What follows belongs to an exercise in optimizing a design on an open flow for a short achievable clock period, few clock cycles per item and low power; a production flow would make more cautious choices. Function was checked by simulation only, so behaviour that the tests miss may differ from the original. Power and IR drop assume default switching activity.

==> design.v <==
module peak_to_peak_power_meter_unit #(
  parameter int ADC_BITS = 10
) (
  input  logic        clk,
  input  logic        rst_n,
  input  logic        in_valid,
  output logic        in_ready,
  input  logic        in_operation,
  input  logic [9:0]  in_adc_sample,
  input  logic [15:0] in_elapsed_ms,
  output logic        out_valid,
  input  logic        out_ready,
  output logic [19:0] out_rms_ma,
  output logic [19:0] out_power_watts,
  output logic [47:0] out_energy_watt_ms,
  input  logic        cfg_we,
  input  logic [2:0]  cfg_index,
  input  logic [15:0] cfg_data
);
  logic [9:0]  cfg_zero_r;
  logic [15:0] cfg_gain_r;
  logic [9:0]  cfg_offs_r;
  logic [9:0]  cfg_floor_r;
  logic [8:0]  cfg_volts_r;
  logic [9:0]         hi_r;
  logic signed [11:0] lo_r;
  logic               pend_r;
  logic [10:0]        span_p_r;
  logic [15:0]        ms_p_r;
  logic [9:2]         st_r;
  logic [69:0]        acc_r;
  logic [15:0]        ms_r;
  logic [18:0]        cur_r;
  logic [18:0]        watts_r;
  logic [47:0]        energy_r;
  logic               have_prev_r;
  logic               out_valid_r;
  logic               busy;
  logic               start;
  logic               in_fire;
  logic               cur_go;
  logic signed [10:0] dev;
  logic signed [12:0] span_s;
  logic [10:0]        span;
  assign busy     = |st_r;
  assign start    = pend_r && !busy;
  assign in_ready = !in_operation || !pend_r || !busy;
  assign in_fire  = in_valid && in_ready;
  assign cur_go   = !out_valid_r || out_ready;
  assign out_valid          = out_valid_r;
  assign out_rms_ma         = {1'b0, cur_r};
  assign out_power_watts    = {1'b0, watts_r};
  assign out_energy_watt_ms = energy_r;
  assign dev    = $signed({1'b0, in_adc_sample}) - $signed({1'b0, cfg_zero_r});
  assign span_s = $signed({3'b000, hi_r}) - $signed({lo_r[11], lo_r});
  assign span   = (span_s > 0) ? span_s[10:0] : 11'd0;
  wire [10:0] s1_span = span_p_r   & {11{pend_r}};
  wire [15:0] s1_gain = cfg_gain_r & {16{pend_r}};
  wire [9:0]  s1_offs = cfg_offs_r & {10{pend_r}};
  wire [12:0] s1_bx = {1'd0, s1_span, 1'b0};
  wire s1_one0 = s1_bx[1] ^ s1_bx[0];
  wire s1_two0 = (s1_bx[2] & ~s1_bx[1] & ~s1_bx[0]) | (~s1_bx[2] & s1_bx[1] & s1_bx[0]);
  wire s1_neg0 = s1_bx[2];
  wire [27:0] s1_mag0 = ({28{s1_one0}} & {12'd0, s1_gain}) | ({28{s1_two0}} & ({12'd0, s1_gain} << 1));
  wire [27:0] s1_pp0 = ({28{s1_neg0}} ^ s1_mag0);
  wire s1_one1 = s1_bx[3] ^ s1_bx[2];
  wire s1_two1 = (s1_bx[4] & ~s1_bx[3] & ~s1_bx[2]) | (~s1_bx[4] & s1_bx[3] & s1_bx[2]);
  wire s1_neg1 = s1_bx[4];
  wire [27:0] s1_mag1 = ({28{s1_one1}} & {12'd0, s1_gain}) | ({28{s1_two1}} & ({12'd0, s1_gain} << 1));
  wire [27:0] s1_pp1 = (({28{s1_neg1}} ^ s1_mag1) << 2) | ({27'd0, s1_neg0} << 0);
  wire s1_one2 = s1_bx[5] ^ s1_bx[4];
  wire s1_two2 = (s1_bx[6] & ~s1_bx[5] & ~s1_bx[4]) | (~s1_bx[6] & s1_bx[5] & s1_bx[4]);
  wire s1_neg2 = s1_bx[6];
  wire [27:0] s1_mag2 = ({28{s1_one2}} & {12'd0, s1_gain}) | ({28{s1_two2}} & ({12'd0, s1_gain} << 1));
  wire [27:0] s1_pp2 = (({28{s1_neg2}} ^ s1_mag2) << 4) | ({27'd0, s1_neg1} << 2);
  wire s1_one3 = s1_bx[7] ^ s1_bx[6];
  wire s1_two3 = (s1_bx[8] & ~s1_bx[7] & ~s1_bx[6]) | (~s1_bx[8] & s1_bx[7] & s1_bx[6]);
  wire s1_neg3 = s1_bx[8];
  wire [27:0] s1_mag3 = ({28{s1_one3}} & {12'd0, s1_gain}) | ({28{s1_two3}} & ({12'd0, s1_gain} << 1));
  wire [27:0] s1_pp3 = (({28{s1_neg3}} ^ s1_mag3) << 6) | ({27'd0, s1_neg2} << 4);
  wire s1_one4 = s1_bx[9] ^ s1_bx[8];
  wire s1_two4 = (s1_bx[10] & ~s1_bx[9] & ~s1_bx[8]) | (~s1_bx[10] & s1_bx[9] & s1_bx[8]);
  wire s1_neg4 = s1_bx[10];
  wire [27:0] s1_mag4 = ({28{s1_one4}} & {12'd0, s1_gain}) | ({28{s1_two4}} & ({12'd0, s1_gain} << 1));
  wire [27:0] s1_pp4 = (({28{s1_neg4}} ^ s1_mag4) << 8) | ({27'd0, s1_neg3} << 6);
  wire s1_one5 = s1_bx[11] ^ s1_bx[10];
  wire s1_two5 = (s1_bx[12] & ~s1_bx[11] & ~s1_bx[10]) | (~s1_bx[12] & s1_bx[11] & s1_bx[10]);
  wire s1_neg5 = s1_bx[12];
  wire [27:0] s1_mag5 = ({28{s1_one5}} & {12'd0, s1_gain}) | ({28{s1_two5}} & ({12'd0, s1_gain} << 1));
  wire [27:0] s1_pp5 = (s1_mag5 << 10) | ({27'd0, s1_neg4} << 8);
  wire [27:0] s1_erow = ~({18'd0, s1_offs} << 8);
  wire [27:0] s1_pp2x = s1_pp2 | {27'd0, pend_r};
  wire [27:0] t1_s0_1 = s1_pp0 ^ s1_pp1 ^ s1_pp2x;
  wire [27:0] t1_c0_2_m = (s1_pp0 & s1_pp1) | (s1_pp0 & s1_pp2x) | (s1_pp1 & s1_pp2x);
  wire [27:0] t1_c0_2 = {t1_c0_2_m[26:0], 1'b0};
  wire [27:0] t1_s0_3 = s1_pp3 ^ s1_pp4 ^ s1_pp5;
  wire [27:0] t1_c0_4_m = (s1_pp3 & s1_pp4) | (s1_pp3 & s1_pp5) | (s1_pp4 & s1_pp5);
  wire [27:0] t1_c0_4 = {t1_c0_4_m[26:0], 1'b0};
  wire [27:0] t1_s1_5 = t1_s0_1 ^ t1_c0_2 ^ t1_s0_3;
  wire [27:0] t1_c1_6_m = (t1_s0_1 & t1_c0_2) | (t1_s0_1 & t1_s0_3) | (t1_c0_2 & t1_s0_3);
  wire [27:0] t1_c1_6 = {t1_c1_6_m[26:0], 1'b0};
  wire [27:0] t1_s2_7 = t1_s1_5 ^ t1_c1_6 ^ t1_c0_4;
  wire [27:0] t1_c2_8_m = (t1_s1_5 & t1_c1_6) | (t1_s1_5 & t1_c0_4) | (t1_c1_6 & t1_c0_4);
  wire [27:0] t1_c2_8 = {t1_c2_8_m[26:0], 1'b0};
  wire [27:0] t1_s3_9 = t1_s2_7 ^ t1_c2_8 ^ s1_erow;
  wire [27:0] t1_c3_10_m = (t1_s2_7 & t1_c2_8) | (t1_s2_7 & s1_erow) | (t1_c2_8 & s1_erow);
  wire [27:0] t1_c3_10 = {t1_c3_10_m[26:0], 1'b0};
  wire [27:0] s2_ts = acc_r[27:0]      & {28{st_r[2]}};
  wire [27:0] s2_tc = acc_r[55:28] & {28{st_r[2]}};
  wire [9:0]  s2_floor = cfg_floor_r & {10{st_r[2]}};
  wire [27:0] s2_t = s2_ts + s2_tc;
  wire [27:0] s2_frow = ~({18'd0, s2_floor} << 8);
  wire [27:0] u2_s0_11 = s2_ts ^ s2_tc ^ s2_frow;
  wire [27:0] u2_c0_12_m = (s2_ts & s2_tc) | (s2_ts & s2_frow) | (s2_tc & s2_frow);
  wire [27:0] u2_c0_12 = {u2_c0_12_m[26:0], 1'b0};
  wire [27:0] s2_u = u2_s0_11 + u2_c0_12 + 28'd1;
  wire [18:0] s2_cur = s2_u[27] ? 19'd0 : s2_t[26:8];
  wire [18:0] s3_cur  = cur_r       & {19{st_r[3]}};
  wire [8:0]  s3_volt = cfg_volts_r & {9{st_r[3]}};
  wire [10:0] s3_bx = {1'd0, s3_volt, 1'b0};
  wire s3_one0 = s3_bx[1] ^ s3_bx[0];
  wire s3_two0 = (s3_bx[2] & ~s3_bx[1] & ~s3_bx[0]) | (~s3_bx[2] & s3_bx[1] & s3_bx[0]);
  wire s3_neg0 = s3_bx[2];
  wire [27:0] s3_mag0 = ({28{s3_one0}} & {9'd0, s3_cur}) | ({28{s3_two0}} & ({9'd0, s3_cur} << 1));
  wire [27:0] s3_pp0 = ({28{s3_neg0}} ^ s3_mag0);
  wire s3_one1 = s3_bx[3] ^ s3_bx[2];
  wire s3_two1 = (s3_bx[4] & ~s3_bx[3] & ~s3_bx[2]) | (~s3_bx[4] & s3_bx[3] & s3_bx[2]);
  wire s3_neg1 = s3_bx[4];
  wire [27:0] s3_mag1 = ({28{s3_one1}} & {9'd0, s3_cur}) | ({28{s3_two1}} & ({9'd0, s3_cur} << 1));
  wire [27:0] s3_pp1 = (({28{s3_neg1}} ^ s3_mag1) << 2) | ({27'd0, s3_neg0} << 0);
  wire s3_one2 = s3_bx[5] ^ s3_bx[4];
  wire s3_two2 = (s3_bx[6] & ~s3_bx[5] & ~s3_bx[4]) | (~s3_bx[6] & s3_bx[5] & s3_bx[4]);
  wire s3_neg2 = s3_bx[6];
  wire [27:0] s3_mag2 = ({28{s3_one2}} & {9'd0, s3_cur}) | ({28{s3_two2}} & ({9'd0, s3_cur} << 1));
  wire [27:0] s3_pp2 = (({28{s3_neg2}} ^ s3_mag2) << 4) | ({27'd0, s3_neg1} << 2);
  wire s3_one3 = s3_bx[7] ^ s3_bx[6];
  wire s3_two3 = (s3_bx[8] & ~s3_bx[7] & ~s3_bx[6]) | (~s3_bx[8] & s3_bx[7] & s3_bx[6]);
  wire s3_neg3 = s3_bx[8];
  wire [27:0] s3_mag3 = ({28{s3_one3}} & {9'd0, s3_cur}) | ({28{s3_two3}} & ({9'd0, s3_cur} << 1));
  wire [27:0] s3_pp3 = (({28{s3_neg3}} ^ s3_mag3) << 6) | ({27'd0, s3_neg2} << 4);
  wire s3_one4 = s3_bx[9] ^ s3_bx[8];
  wire s3_two4 = (s3_bx[10] & ~s3_bx[9] & ~s3_bx[8]) | (~s3_bx[10] & s3_bx[9] & s3_bx[8]);
  wire s3_neg4 = s3_bx[10];
  wire [27:0] s3_mag4 = ({28{s3_one4}} & {9'd0, s3_cur}) | ({28{s3_two4}} & ({9'd0, s3_cur} << 1));
  wire [27:0] s3_pp4 = (s3_mag4 << 8) | ({27'd0, s3_neg3} << 6);
  wire [27:0] t3_s0_13 = s3_pp0 ^ s3_pp1 ^ s3_pp2;
  wire [27:0] t3_c0_14_m = (s3_pp0 & s3_pp1) | (s3_pp0 & s3_pp2) | (s3_pp1 & s3_pp2);
  wire [27:0] t3_c0_14 = {t3_c0_14_m[26:0], 1'b0};
  wire [27:0] t3_s1_15 = t3_s0_13 ^ t3_c0_14 ^ s3_pp3;
  wire [27:0] t3_c1_16_m = (t3_s0_13 & t3_c0_14) | (t3_s0_13 & s3_pp3) | (t3_c0_14 & s3_pp3);
  wire [27:0] t3_c1_16 = {t3_c1_16_m[26:0], 1'b0};
  wire [27:0] t3_s2_17 = t3_s1_15 ^ t3_c1_16 ^ s3_pp4;
  wire [27:0] t3_c2_18_m = (t3_s1_15 & t3_c1_16) | (t3_s1_15 & s3_pp4) | (t3_c1_16 & s3_pp4);
  wire [27:0] t3_c2_18 = {t3_c2_18_m[26:0], 1'b0};
  wire [27:0] s4_x = (acc_r[27:0] & {28{st_r[4]}}) + (acc_r[55:28] & {28{st_r[4]}});
  wire [27:0] s5_x = acc_r[27:0] & {28{st_r[5]}};
  wire [33:0] s5_row_19 = ~({30'd0, s5_x[27:24]});
  wire [33:0] s5_row_20 = {28'd0, s5_x[27:22]};
  wire [33:0] s5_row_21 = {26'd0, s5_x[27:20]};
  wire [33:0] s5_row_22 = ~({24'd0, s5_x[27:18]});
  wire [33:0] s5_row_23 = ~({21'd0, s5_x[27:15]});
  wire [33:0] s5_row_24 = {18'd0, s5_x[27:12]};
  wire [33:0] s5_row_25 = {16'd0, s5_x[27:10]};
  wire [33:0] s5_row_26 = {13'd0, s5_x[27:7]};
  wire [33:0] s5_row_27 = ~({9'd0, s5_x[27:3]});
  wire [33:0] s5_row_28 = {7'd0, s5_x[27:1]};
  wire [33:0] s5_row_29 = ({6'd0, s5_x} << 4);
  wire [33:0] s5_bias = {30'd0, st_r[5], 1'b0, st_r[5], st_r[5]};
  wire [33:0] t5_s0_30 = s5_row_19 ^ s5_row_20 ^ s5_row_21;
  wire [33:0] t5_c0_31_m = (s5_row_19 & s5_row_20) | (s5_row_19 & s5_row_21) | (s5_row_20 & s5_row_21);
  wire [33:0] t5_c0_31 = {t5_c0_31_m[32:0], 1'b0};
  wire [33:0] t5_s0_32 = s5_row_22 ^ s5_row_23 ^ s5_row_24;
  wire [33:0] t5_c0_33_m = (s5_row_22 & s5_row_23) | (s5_row_22 & s5_row_24) | (s5_row_23 & s5_row_24);
  wire [33:0] t5_c0_33 = {t5_c0_33_m[32:0], 1'b0};
  wire [33:0] t5_s0_34 = s5_row_25 ^ s5_row_26 ^ s5_row_27;
  wire [33:0] t5_c0_35_m = (s5_row_25 & s5_row_26) | (s5_row_25 & s5_row_27) | (s5_row_26 & s5_row_27);
  wire [33:0] t5_c0_35 = {t5_c0_35_m[32:0], 1'b0};
  wire [33:0] t5_s0_36 = s5_row_28 ^ s5_row_29 ^ s5_bias;
  wire [33:0] t5_c0_37_m = (s5_row_28 & s5_row_29) | (s5_row_28 & s5_bias) | (s5_row_29 & s5_bias);
  wire [33:0] t5_c0_37 = {t5_c0_37_m[32:0], 1'b0};
  wire [33:0] t5_s1_38 = t5_s0_30 ^ t5_c0_31 ^ t5_s0_32;
  wire [33:0] t5_c1_39_m = (t5_s0_30 & t5_c0_31) | (t5_s0_30 & t5_s0_32) | (t5_c0_31 & t5_s0_32);
  wire [33:0] t5_c1_39 = {t5_c1_39_m[32:0], 1'b0};
  wire [33:0] t5_s1_40 = t5_c0_33 ^ t5_s0_34 ^ t5_c0_35;
  wire [33:0] t5_c1_41_m = (t5_c0_33 & t5_s0_34) | (t5_c0_33 & t5_c0_35) | (t5_s0_34 & t5_c0_35);
  wire [33:0] t5_c1_41 = {t5_c1_41_m[32:0], 1'b0};
  wire [33:0] t5_s2_42 = t5_s1_38 ^ t5_c1_39 ^ t5_s1_40;
  wire [33:0] t5_c2_43_m = (t5_s1_38 & t5_c1_39) | (t5_s1_38 & t5_s1_40) | (t5_c1_39 & t5_s1_40);
  wire [33:0] t5_c2_43 = {t5_c2_43_m[32:0], 1'b0};
  wire [33:0] t5_s2_44 = t5_c1_41 ^ t5_s0_36 ^ t5_c0_37;
  wire [33:0] t5_c2_45_m = (t5_c1_41 & t5_s0_36) | (t5_c1_41 & t5_c0_37) | (t5_s0_36 & t5_c0_37);
  wire [33:0] t5_c2_45 = {t5_c2_45_m[32:0], 1'b0};
  wire [33:0] t5_s3_46 = t5_s2_42 ^ t5_c2_43 ^ t5_s2_44;
  wire [33:0] t5_c3_47_m = (t5_s2_42 & t5_c2_43) | (t5_s2_42 & t5_s2_44) | (t5_c2_43 & t5_s2_44);
  wire [33:0] t5_c3_47 = {t5_c3_47_m[32:0], 1'b0};
  wire [33:0] t5_s4_48 = t5_s3_46 ^ t5_c3_47 ^ t5_c2_45;
  wire [33:0] t5_c4_49_m = (t5_s3_46 & t5_c3_47) | (t5_s3_46 & t5_c2_45) | (t5_c3_47 & t5_c2_45);
  wire [33:0] t5_c4_49 = {t5_c4_49_m[32:0], 1'b0};
  wire [33:0] s6_q = (acc_r[33:0] & {34{st_r[6]}}) + (acc_r[67:34] & {34{st_r[6]}});
  wire [18:0] s6_watts = s6_q[32:14];
  wire [18:0] s7_w  = watts_r & {19{st_r[7]}};
  wire [15:0] s7_ms = ms_r    & {16{st_r[7]}};
  wire [18:0] s7_bx = {2'd0, s7_ms, 1'b0};
  wire s7_one0 = s7_bx[1] ^ s7_bx[0];
  wire s7_two0 = (s7_bx[2] & ~s7_bx[1] & ~s7_bx[0]) | (~s7_bx[2] & s7_bx[1] & s7_bx[0]);
  wire s7_neg0 = s7_bx[2];
  wire [34:0] s7_mag0 = ({35{s7_one0}} & {16'd0, s7_w}) | ({35{s7_two0}} & ({16'd0, s7_w} << 1));
  wire [34:0] s7_pp0 = ({35{s7_neg0}} ^ s7_mag0);
  wire s7_one1 = s7_bx[3] ^ s7_bx[2];
  wire s7_two1 = (s7_bx[4] & ~s7_bx[3] & ~s7_bx[2]) | (~s7_bx[4] & s7_bx[3] & s7_bx[2]);
  wire s7_neg1 = s7_bx[4];
  wire [34:0] s7_mag1 = ({35{s7_one1}} & {16'd0, s7_w}) | ({35{s7_two1}} & ({16'd0, s7_w} << 1));
  wire [34:0] s7_pp1 = (({35{s7_neg1}} ^ s7_mag1) << 2) | ({34'd0, s7_neg0} << 0);
  wire s7_one2 = s7_bx[5] ^ s7_bx[4];
  wire s7_two2 = (s7_bx[6] & ~s7_bx[5] & ~s7_bx[4]) | (~s7_bx[6] & s7_bx[5] & s7_bx[4]);
  wire s7_neg2 = s7_bx[6];
  wire [34:0] s7_mag2 = ({35{s7_one2}} & {16'd0, s7_w}) | ({35{s7_two2}} & ({16'd0, s7_w} << 1));
  wire [34:0] s7_pp2 = (({35{s7_neg2}} ^ s7_mag2) << 4) | ({34'd0, s7_neg1} << 2);
  wire s7_one3 = s7_bx[7] ^ s7_bx[6];
  wire s7_two3 = (s7_bx[8] & ~s7_bx[7] & ~s7_bx[6]) | (~s7_bx[8] & s7_bx[7] & s7_bx[6]);
  wire s7_neg3 = s7_bx[8];
  wire [34:0] s7_mag3 = ({35{s7_one3}} & {16'd0, s7_w}) | ({35{s7_two3}} & ({16'd0, s7_w} << 1));
  wire [34:0] s7_pp3 = (({35{s7_neg3}} ^ s7_mag3) << 6) | ({34'd0, s7_neg2} << 4);
  wire s7_one4 = s7_bx[9] ^ s7_bx[8];
  wire s7_two4 = (s7_bx[10] & ~s7_bx[9] & ~s7_bx[8]) | (~s7_bx[10] & s7_bx[9] & s7_bx[8]);
  wire s7_neg4 = s7_bx[10];
  wire [34:0] s7_mag4 = ({35{s7_one4}} & {16'd0, s7_w}) | ({35{s7_two4}} & ({16'd0, s7_w} << 1));
  wire [34:0] s7_pp4 = (({35{s7_neg4}} ^ s7_mag4) << 8) | ({34'd0, s7_neg3} << 6);
  wire s7_one5 = s7_bx[11] ^ s7_bx[10];
  wire s7_two5 = (s7_bx[12] & ~s7_bx[11] & ~s7_bx[10]) | (~s7_bx[12] & s7_bx[11] & s7_bx[10]);
  wire s7_neg5 = s7_bx[12];
  wire [34:0] s7_mag5 = ({35{s7_one5}} & {16'd0, s7_w}) | ({35{s7_two5}} & ({16'd0, s7_w} << 1));
  wire [34:0] s7_pp5 = (({35{s7_neg5}} ^ s7_mag5) << 10) | ({34'd0, s7_neg4} << 8);
  wire s7_one6 = s7_bx[13] ^ s7_bx[12];
  wire s7_two6 = (s7_bx[14] & ~s7_bx[13] & ~s7_bx[12]) | (~s7_bx[14] & s7_bx[13] & s7_bx[12]);
  wire s7_neg6 = s7_bx[14];
  wire [34:0] s7_mag6 = ({35{s7_one6}} & {16'd0, s7_w}) | ({35{s7_two6}} & ({16'd0, s7_w} << 1));
  wire [34:0] s7_pp6 = (({35{s7_neg6}} ^ s7_mag6) << 12) | ({34'd0, s7_neg5} << 10);
  wire s7_one7 = s7_bx[15] ^ s7_bx[14];
  wire s7_two7 = (s7_bx[16] & ~s7_bx[15] & ~s7_bx[14]) | (~s7_bx[16] & s7_bx[15] & s7_bx[14]);
  wire s7_neg7 = s7_bx[16];
  wire [34:0] s7_mag7 = ({35{s7_one7}} & {16'd0, s7_w}) | ({35{s7_two7}} & ({16'd0, s7_w} << 1));
  wire [34:0] s7_pp7 = (({35{s7_neg7}} ^ s7_mag7) << 14) | ({34'd0, s7_neg6} << 12);
  wire s7_one8 = s7_bx[17] ^ s7_bx[16];
  wire s7_two8 = (s7_bx[18] & ~s7_bx[17] & ~s7_bx[16]) | (~s7_bx[18] & s7_bx[17] & s7_bx[16]);
  wire s7_neg8 = s7_bx[18];
  wire [34:0] s7_mag8 = ({35{s7_one8}} & {16'd0, s7_w}) | ({35{s7_two8}} & ({16'd0, s7_w} << 1));
  wire [34:0] s7_pp8 = (s7_mag8 << 16) | ({34'd0, s7_neg7} << 14);
  wire [34:0] t7_s0_50 = s7_pp0 ^ s7_pp1 ^ s7_pp2;
  wire [34:0] t7_c0_51_m = (s7_pp0 & s7_pp1) | (s7_pp0 & s7_pp2) | (s7_pp1 & s7_pp2);
  wire [34:0] t7_c0_51 = {t7_c0_51_m[33:0], 1'b0};
  wire [34:0] t7_s0_52 = s7_pp3 ^ s7_pp4 ^ s7_pp5;
  wire [34:0] t7_c0_53_m = (s7_pp3 & s7_pp4) | (s7_pp3 & s7_pp5) | (s7_pp4 & s7_pp5);
  wire [34:0] t7_c0_53 = {t7_c0_53_m[33:0], 1'b0};
  wire [34:0] t7_s0_54 = s7_pp6 ^ s7_pp7 ^ s7_pp8;
  wire [34:0] t7_c0_55_m = (s7_pp6 & s7_pp7) | (s7_pp6 & s7_pp8) | (s7_pp7 & s7_pp8);
  wire [34:0] t7_c0_55 = {t7_c0_55_m[33:0], 1'b0};
  wire [34:0] t7_s1_56 = t7_s0_50 ^ t7_c0_51 ^ t7_s0_52;
  wire [34:0] t7_c1_57_m = (t7_s0_50 & t7_c0_51) | (t7_s0_50 & t7_s0_52) | (t7_c0_51 & t7_s0_52);
  wire [34:0] t7_c1_57 = {t7_c1_57_m[33:0], 1'b0};
  wire [34:0] t7_s1_58 = t7_c0_53 ^ t7_s0_54 ^ t7_c0_55;
  wire [34:0] t7_c1_59_m = (t7_c0_53 & t7_s0_54) | (t7_c0_53 & t7_c0_55) | (t7_s0_54 & t7_c0_55);
  wire [34:0] t7_c1_59 = {t7_c1_59_m[33:0], 1'b0};
  wire [34:0] t7_s2_60 = t7_s1_56 ^ t7_c1_57 ^ t7_s1_58;
  wire [34:0] t7_c2_61_m = (t7_s1_56 & t7_c1_57) | (t7_s1_56 & t7_s1_58) | (t7_c1_57 & t7_s1_58);
  wire [34:0] t7_c2_61 = {t7_c2_61_m[33:0], 1'b0};
  wire [34:0] t7_s3_62 = t7_s2_60 ^ t7_c2_61 ^ t7_c1_59;
  wire [34:0] t7_c3_63_m = (t7_s2_60 & t7_c2_61) | (t7_s2_60 & t7_c1_59) | (t7_c2_61 & t7_c1_59);
  wire [34:0] t7_c3_63 = {t7_c3_63_m[33:0], 1'b0};
  wire [34:0] s8_p = (acc_r[34:0] & {35{st_r[8]}}) + (acc_r[69:35] & {35{st_r[8]}});
  wire [34:0] s9_p = acc_r[34:0] & {35{st_r[9] & have_prev_r}};
  wire [48:0] s9_sum = {1'b0, energy_r} + {14'd0, s9_p};
  wire [47:0] s9_energy = s9_sum[48] ? 48'hFFFF_FFFF_FFFF : s9_sum[47:0];
  always_ff @(posedge clk) begin
    if (!rst_n) begin
      cfg_zero_r  <= 10'd512;
      cfg_gain_r  <= 16'd2916;
      cfg_offs_r  <= 10'd75;
      cfg_floor_r <= 10'd35;
      cfg_volts_r <= 9'd240;
      hi_r        <= '0;
      lo_r        <= 12'sd1024;
      pend_r      <= 1'b0;
      st_r        <= '0;
      energy_r    <= '0;
      have_prev_r <= 1'b0;
      out_valid_r <= 1'b0;
    end else begin
      if (cfg_we) begin
        case (cfg_index)
          3'd0: cfg_zero_r  <= cfg_data[9:0];
          3'd1: cfg_gain_r  <= cfg_data[15:0];
          3'd2: cfg_offs_r  <= cfg_data[9:0];
          3'd3: cfg_floor_r <= cfg_data[9:0];
          3'd4: cfg_volts_r <= cfg_data[8:0];
          default: ;
        endcase
      end
      if (in_fire) begin
        if (!in_operation) begin
          if (dev > $signed({1'b0, hi_r})) hi_r <= dev[9:0];
          if ($signed({dev[10], dev}) < lo_r) lo_r <= {dev[10], dev};
        end else begin
          hi_r <= '0;
          lo_r <= 12'sd1024;
        end
      end
      if (in_fire && in_operation) pend_r <= 1'b1;
      else if (start)              pend_r <= 1'b0;
      if (out_valid_r && out_ready) out_valid_r <= 1'b0;
      st_r[2] <= start || (st_r[2] && !cur_go);
      st_r[3] <= st_r[2] && cur_go;
      st_r[9:4] <= st_r[8:3];
      if (st_r[9]) begin
        energy_r    <= s9_energy;
        have_prev_r <= 1'b1;
        out_valid_r <= 1'b1;
      end
    end
  end
  always_ff @(posedge clk) begin
    if (in_fire && in_operation) begin
      span_p_r <= span;
      ms_p_r   <= in_elapsed_ms;
    end
    if (start) begin
      acc_r[55:0] <= {t1_c3_10, t1_s3_9};
      ms_r <= ms_p_r;
    end
    if (st_r[2] && cur_go) cur_r <= s2_cur;
    if (st_r[3]) acc_r[55:0] <= {t3_c2_18, t3_s2_17};
    if (st_r[4]) acc_r[27:0] <= s4_x;
    if (st_r[5]) acc_r[67:0] <= {t5_c4_49, t5_s4_48};
    if (st_r[6]) watts_r <= s6_watts;
    if (st_r[7]) acc_r[69:0] <= {t7_c3_63, t7_s3_62};
    if (st_r[8]) acc_r[34:0] <= s8_p;
  end
endmodule
==> run.sh <==
#!/bin/bash
# synth_recipe.tcl (not shown) runs the flow's synth.tcl, then flattens the netlist and writes it again
# the make line also repeats each setting of config.mk as NAME=value (left out here)
make -C /OpenROAD-flow-scripts/flow DESIGN_CONFIG=/design/flow/config.mk WORK_HOME=/design/flow/orfs CLKGATE_MAP_FILE= SYNTH_SCRIPT=/design/flow/synth_recipe.tcl finish
==> config.mk <==
export PLATFORM = sky130hd
export DESIGN_NAME = peak_to_peak_power_meter_unit
export DESIGN_NICKNAME = peak_to_peak_power_meter_unit
export VERILOG_FILES = /design/flow/design.v
export SDC_FILE = /design/flow/constraint.sdc
export NUM_CORES = 4
export LEC_CHECK = 0
export CAP_MARGIN = 20
export CORE_MARGIN = 2
export CORE_UTILIZATION = 60
export CTS_BUF_LIST = sky130_fd_sc_hd__clkbuf_4
export CTS_CLUSTER_SIZE = 25
export SETUP_SLACK_MARGIN = 2.0
export SLEW_MARGIN = 20
==> constraint.sdc <==
create_clock -name core_clock -period 6.0 [get_ports {clk}]
set_input_delay 1.2000 -clock core_clock [delete_from_list [all_inputs] [get_ports {clk}]]
set_output_delay 1.2000 -clock core_clock [all_outputs]
set_load 0.01 [all_outputs]
==> results of run 1 <==
-- repair_timing --
action | in CTS | in global routing
resized for setup | 400 | 460
pin swaps | 90 | 221
buffers inserted | 165 | 119
endpoints found under the setup margin | 127 | 152
gates cloned | 10 | 17
-- report_power, final --
| group | switching [mW] | internal [mW] | total [mW] |
|---|---|---|---|
| Combinational | 1.26 | 0.874 | 2.14 |
| Clock | 1.05 | 1.04 | 2.09 |
| Sequential | 0.123 | 2.14 | 2.26 |
-- layout make-up --
cell class / instances / area [um2]
Tap cell: 1080 / 1351
Antenna cell: 12 / 30.03
Fill cell: 6789 / 23650
Clock inverter: 30 / 173.9
Sequential cell: 287 / 7316
Multi-Input combinational cell: 4961 / 40420
Timing Repair Buffer: 609 / 6449
Clock buffer: 130 / 975.9
Inverter: 781 / 3062
-- state kept, by name, indices dropped and copies added, names as in the netlist, 8 cells and up --
name,flops
cfg_volts_r,9
cfg_zero_r,10
cur_r,19
watts_r,19
st_r,8
lo_r,12
cfg_offs_r,10
energy_r,48
acc_r,70
span_p_r,11
cfg_gain_r,16
hi_r,10
ms_r,16
cfg_floor_r,10
ms_p_r,16
-- cell usage after synthesis, drive strengths merged, types with 15 or more instances --
cell type	instances	area share
a21oi	526	0.053
edfxtp	150	0.089
o211ai	26	0.0040
a31oi	21	0.0029
nor3	40	0.0042
a21o	88	0.013
a211oi	125	0.019
fa	447	0.18
clkinv	15	0.0011
clkbuf	443	0.033
a21boi	42	0.0063
ha	362	0.090
or2	17	0.0022
o311ai	56	0.0099
nand4	28	0.0035
xnor2	142	0.025
nand3b	58	0.0086
and2	228	0.028
o21a	27	0.0040
o21ai	465	0.046
nor2	453	0.034
nand2b	51	0.0063
nand2	742	0.055
and3	75	0.0094
a22oi	156	0.023
nand3	76	0.0075
nor2b	80	0.0099
xor2	82	0.014
o21bai	21	0.0031
a221oi	68	0.012
mux2i	74	0.015
maj3	181	0.036
dfxtp	137	0.054
o22ai	23	0.0029
inv	766	0.057
a22o	46	0.0080
buf	94	0.0075
-- cells by family after synthesis --
family	count (synthesis)	synth area share
AND/OR/NAND/NOR	1883	0.1742
AO/OA/AOI/OAI	1777	0.2243
buffers and inverters	1318	0.09863
adder cells (fa/ha/maj)	990	0.3031
flip-flops	287	0.1437
XOR/XNOR	224	0.03904
multiplexers	84	0.01692
other	1	0.00007435
-- critical path, delay by kind of cell, from the launching register on --
| family | cells | cell delay (ps) |
|---|---|---|
| AO/OA/AOI/OAI | 6 | 940 |
| adder cells (fa/ha/maj) | 5 | 2380 |
| buffers and inverters | 5 | 550 |
| flip-flops | 1 | 500 |
| AND/OR/NAND/NOR | 2 | 220 |
-- layer usage --
metal | part of all wire | track usage | up-vias
met3 | 0.12 | 0.1034 | 986
met2 | 0.44 | 0.6792 | 3322
met1 | 0.35 | 0.5408 | 24179
met4 | 0.096 | 0.3229 | 10
li1 | - | - | 22703
met5 | 0.00035 | 0 | -
-- how the worst max path moves through the flow --
stage / slack [ps] / to / start / cells past startpoint
after floorplan: 1630 / acc_r[14] / span_p_r[1] / 19
after global placement: 860 / acc_r[16] / cfg_gain_r[11] / 16
after detailed placement: 800 / acc_r[14] / cfg_gain_r[11] / 16
after CTS: 1160 / acc_r[14] / span_p_r[4] / 15
after global routing: 1030 / acc_r[14] / span_p_r[1] / 20
final: 1110 / acc_r[10] / span_p_r[3] / 18
==> flow_summary.yaml, run 1 <==
layout:
  final_cell_mix: "716 x nand2_1, 701 x inv_1, 454 x a21oi_1"
  final_common_cell: "nand2_1"
  nNetsFinal: 7588
  drive_gt1_frac: 0.1761
  final_util: 0.7165
  postLayoutCellArea_um2: 59770
  area_growth_syn_to_layout_pct: 18.50
  stdcell_count: 7890
synth:
  avgSynthCellArea_um2: 7.684
  synth_cell_types: 100
  synth_cells: 6564
  synth_area_um2: 50440
  async_flop_share: 0
  synth_warnings: 1
  ys_seq_elements: 287
  ys.flop_type: "edfxtp_1"
  seq_area_frac_synth: 0.1437
  synth_edf_count: 150
drt:
  drc: 0
  first_iter_violations: 6485
  dr.pass1.iters: 10
  vias_per_cell: 6.489
  vias: 51200
  ant_nets: 0
  wl_per_cell_um: 25.70
  routed_wl_mm: 202.8
clock_tree:
  clk_latency_ps: 1010
  clockRootBuffer: "clkbuf_4"
  clockBufferDepth: 3
  clkSlewWorstSetupHoldPaths_ps: 70
  h-tree-depth: 3
  cts_tree: "done"
  cts_hold_buf: 0
  clock-sinks: 287
  cts_buffers: 88
global_routing:
  grt_antenna_before_repair: 13
  grt_max_degree: 81
  grt-ovfl-total: 0
  grt_pass1_wl_mm: 288.3
  grt_pass1_vias: 46779
  grtUsageTotal: 0.4409
min_path:
  worstHoldStart: "ms_p_r[4]"
  hold_path_depth: 0
  whs_endpoint: "ms_r[4]"
  hp-class: "reg -> reg"
floorplanning:
  rows: 106
  coreArea_um2: 83420
  die_area_um2: 86400
  die_h_um: 293.9
  io_pins: 141
  floorplan.initialDensity: 0.6046
  die_w_um: 293.9
critical_path:
  timing.rr.end: "acc_r[10]"
  critical_path_class: "reg -> reg"
  critPathLaunchType: "flip-flop"
  cp-end-kind: "flip-flop"
  worstRegToRegCells: 18
  crit_arrival_ps: 5560
  cp_slowest_cell: "fa_1"
  crit_path_max_incr_delay_ps: 560
  cp_cell_sequence: "buf_6 > buf_12 > buf_12 > maj3_1 > a21oi_2 > nor2_2 > fa_1 > inv_2 > fa_2 > fa_1 > inv_2 > fa_2 > nor2b_4 > a211oi_2 > a211oi_2 > a21oi_1 > o21ai_1 > o21a_1"
  crit_fanout: 11
  reg2reg_slack_ps: 1110
  cp_data_required_time_ps: 6670
  r2r-start: "span_p_r[3]"
place:
  preCtsSetupSlack_ps: 803.8
  portBuffers: 138
  dp_hpwl_mm: 137.3
  placed_area_um2: 52620
  gp_congestion: 1.026
  dp.cells: 7407
timing:
  fin_skew_ps: 124.0
  period_needed_ps: 4890
  finalHoldViolations: 0
  slew_headroom: 0.3179
  clock.fmax_mhz: 204.5
  finalCritPeriodShare: 0.8150
  layout_setup_ws_ps: 1110
  tightest_slew_ps: 1019
  finalSetupTns_ps: 0
  rsz0062_at_grt: "true"
  holdWs_ps: 408.2
  drv_slew: 0
  setup_viol: 0
job:
  maxCapViolations: 0
pwr:
  finalPower_mw: 6.493
  p_per_area_nw_per_um2: 108.6
  leakage_nw: 26.36
  vdd_drop_max_mv: 0.1458
status:
  status: "no timing/DRC/antenna violations"
Testbench counts, summed over its fixed seeds: cycles 13,061, items 1,280.
==> inputs of run 2 (changes only) <==
--- a/config.mk
+++ b/config.mk
@@ -9,6 +9,3 @@
 export CORE_MARGIN = 2
-export CORE_UTILIZATION = 60
-export CTS_BUF_LIST = sky130_fd_sc_hd__clkbuf_4
-export CTS_CLUSTER_SIZE = 25
-export SETUP_SLACK_MARGIN = 2.0
+export CORE_UTILIZATION = 40
 export SLEW_MARGIN = 20
==> flow_summary.yaml, run 2 <==
critical_path:
  critPathLaunchType: "flip-flop"
  crit_arrival_ps: 5760
  critical_path_class: "reg -> reg"
  reg2reg_slack_ps: 650
  cp_cell_sequence: "buf_4 > xnor2_1 > nor2_1 > a22oi_1 > a21oi_1 > fa_1 > inv_1 > fa_1 > fa_1 > inv_1 > fa_1 > o22ai_1 > a21oi_1 > nor2_1 > a221oi_1"
  cp_data_required_time_ps: 6410
  crit_fanout: 29
  cp_common_cell: "fa_1"
  cp_slowest_cell: "edfxtp_1"
  crit_path_max_incr_delay_ps: 960
  cp-end-kind: "flip-flop"
global_routing:
  grt_antenna_before_repair: 3
  grtUsageMet1: 0.3741
  met2_usage: 0.4662
  grt-ovfl-total: 0
  grtUsageTotal: 0.2854
  grt_busiest_layer: "met2"
  grt_use_met3: 0.03669
  grt_max_degree: 94
  grt_pass1_wl_mm: 285.5
  grt_pass1_vias: 45209
timing:
  period_needed_ps: 5347
  clock.fmax_mhz: 187.0
  fin_skew_ps: 64.50
  layout_setup_ws_ps: 652.8
  rsz0062_at_grt: "false"
  tightest_slew_ps: 1118
  setup_viol: 0
  finalSetupTns_ps: 0
  slew_headroom: 0.2545
  finalHoldViolations: 0
  finalCritPeriodShare: 0.8912
  holdWs_ps: 416.9
  drv_slew: 0
clock_tree:
  clockRootBuffer: "clkbuf_16"
  postCtsSetupBuffers: 0
  h-tree-depth: 2
  cts_buffers: 41
  clkSlewWorstSetupHoldPaths_ps: 60
  cts_resized: 0
  cts_tree: "done"
  clk_latency_ps: 640
  cts_hold_buf: 0
  clockBufferDepth: 3
  clock-sinks: 287
pwr:
  vdd_drop_max_mv: 0.2163
  leakage_nw: 23.91
  p_per_area_nw_per_um2: 117.2
synth:
  yosysMostFrequentCell: "inv_1"
  avgSynthCellArea_um2: 7.684
  ys_seq_elements: 287
  async_flop_share: 0
  synth_commonest_cells: "765 x inv_1, 742 x nand2_1, 521 x a21oi_1"
  synth.area.top_cells: "fa_1 18%, ha_1 9.0%, edfxtp_1 8.9%"
  synth_top_area_share: 0.1774
  synth_warnings: 1
  synth_cell_types: 100
  ys.flop_type: "edfxtp_1"
  synth_area_leader_cell: "fa_1"
  seq_area_frac_synth: 0.1437
  synth_cells: 6564
  synth_edf_count: 150
  synth_area_um2: 50440
floorplanning:
  io_pins: 141
  die_area_um2: 129000
  floorplan.initialDensity: 0.4022
  coreArea_um2: 125400
  die_w_um: 359.1
  die_h_um: 359.1
  rows: 130
drt:
  vias: 47162
  drc: 0
  first_iter_violations: 5093
  ant_nets: 0
  routed_wl_mm: 188.0
  vias_per_cell: 5.837
  wl_per_cell_um: 23.27
  dr.pass1.iters: 8
layout:
  area_growth_syn_to_layout_pct: 8.412
  reg_top3: "acc_r x70, energy_r x48"
  largest-register: "acc_r"
  postLayoutCellArea_um2: 54680
  nNetsFinal: 7254
  fill_cells: 12568
  multiInputGateArea_um2: 38230
  regArea_um2: 7284
  final_util: 0.4360
  drive_gt1_frac: 0.05229
  final_cell_mix: "764 x inv_1, 742 x nand2_1, 521 x a21oi_1"
  final_common_cell: "inv_1"
  largest_reg_flops: 70
place:
  placed_area_um2: 53360
  preCtsSetupSlack_ps: 790.8
  portBuffers: 138
  gp_congestion: 0.9948
  dp_hpwl_mm: 144.4
job:
  maxCapViolations: 0
min_path:
  hp-class: "reg -> reg"
status:
  status: "no timing/DRC/antenna violations"
==> run 2: cell types whose count changed in the layout (fill, tap and decap cells not counted), sizes merged, moves of 5 or more <==
cell and change:
inv +11, clkinvlp -7, clkinv -5, buf -267, diode -8, clkbuf -100
==> run 2: final cells by class <==
| cell class | count | area share |
|---|---|---|
| Antenna cell | 4 | 0.0001830 |
| Clock buffer | 45 | 0.01904 |
| Clock inverter | 30 | 0.004965 |
| Inverter | 781 | 0.05363 |
| Multi-Input combinational cell | 4960 | 0.6990 |
| Sequential cell | 287 | 0.1332 |
| Tap cell | 1650 | 0.03775 |
| Timing Repair Buffer | 323 | 0.05217 |
==> run 2: cell families after synthesis <==
| kind of cell | after synthesis | share of synthesized area |
|---|---|---|
| and+or+nand+nor | 1883 | 0.1742 |
| DFF | 287 | 0.1437 |
| other | 1 | 0.00007435 |
| buffers and inverters | 1318 | 0.09863 |
| xor gates and xnor gates | 224 | 0.03904 |
| adders and majority gates | 990 | 0.3031 |
| muxes | 84 | 0.01692 |
| AOI/OAI and AO/OA | 1777 | 0.2243 |
==> run 2: power by group <==
part,switching (mW),internal (mW)
combinational,1.04,0.620
clock,1.11,1.36
sequential,0.141,2.14
total,2.29,4.12
==> run 2: per-layer routing <==
| layer | part of all wire | wire length [um] |
|---|---|---|
| met1 | 0.41 | 77420 |
| met2 | 0.46 | 86590 |
| met3 | 0.073 | 13730 |
| met4 | 0.055 | 10260 |
| met5 | 0.000069 | 13 |
==> run 2: metrics by stage <==
stage / cells / power (mW)
6_report: 8080 / 6.411
5_1_grt: 8076 / 6.684
4_1_cts: 8076 / 6.425
3_5_place_dp: 8001 / 3.943
3_3_place_gp: 8001 / 3.924
2_1_floorplan: 6565 / 3.323
==> run 2: worst paths after layout <==
kind | end | cells after the start | from
min | ms_r[13] | 0 | ms_p_r[13]
max | acc_r[15] | 15 | ms_r[7]
min reg2reg | ms_r[13] | 0 | ms_p_r[13]
max reg2reg | acc_r[15] | 15 | ms_r[7]
==> run 2: critical path, delay by kind of cell, from the launching register on <==
family / cells / cell delay, ps
fa+ha+maj: 4 / 1910
compound gates: 5 / 1070
flops: 1 / 960
buf+inv: 3 / 540
simple gates: 2 / 530
xor+xnor: 1 / 140

[re-timing with driven ports]
No port has a modelled driver above. Below, the same layouts with a new extraction and two added sets of constraints.
Step 1: set_driving_cell puts a clkbuf_16 on clk and a buf_2 on each other input, an assumption about the parent block.
Step 2 adds t to the input delays and takes it off the output delays; t is the mean of the earliest and latest rising clock arrival at the registers after step 1. Input paths then give back, and output paths get back, about the clock's delay inside the block.
Three values: ideal, step 1, step 2; two values: the first two.
| run | t, ns | setup WS [ns] | worst register clock-pin slew, ns |
|---|---|---|---|
| run 1 | 1.015 | 1.110 / 1.110 / 1.110 | 0.08 / 0.08 |
| run 2 | 0.682 | 0.653 / 0.653 / 0.653 | 0.07 / 0.07 |
After both steps every run listed still meets setup and hold.
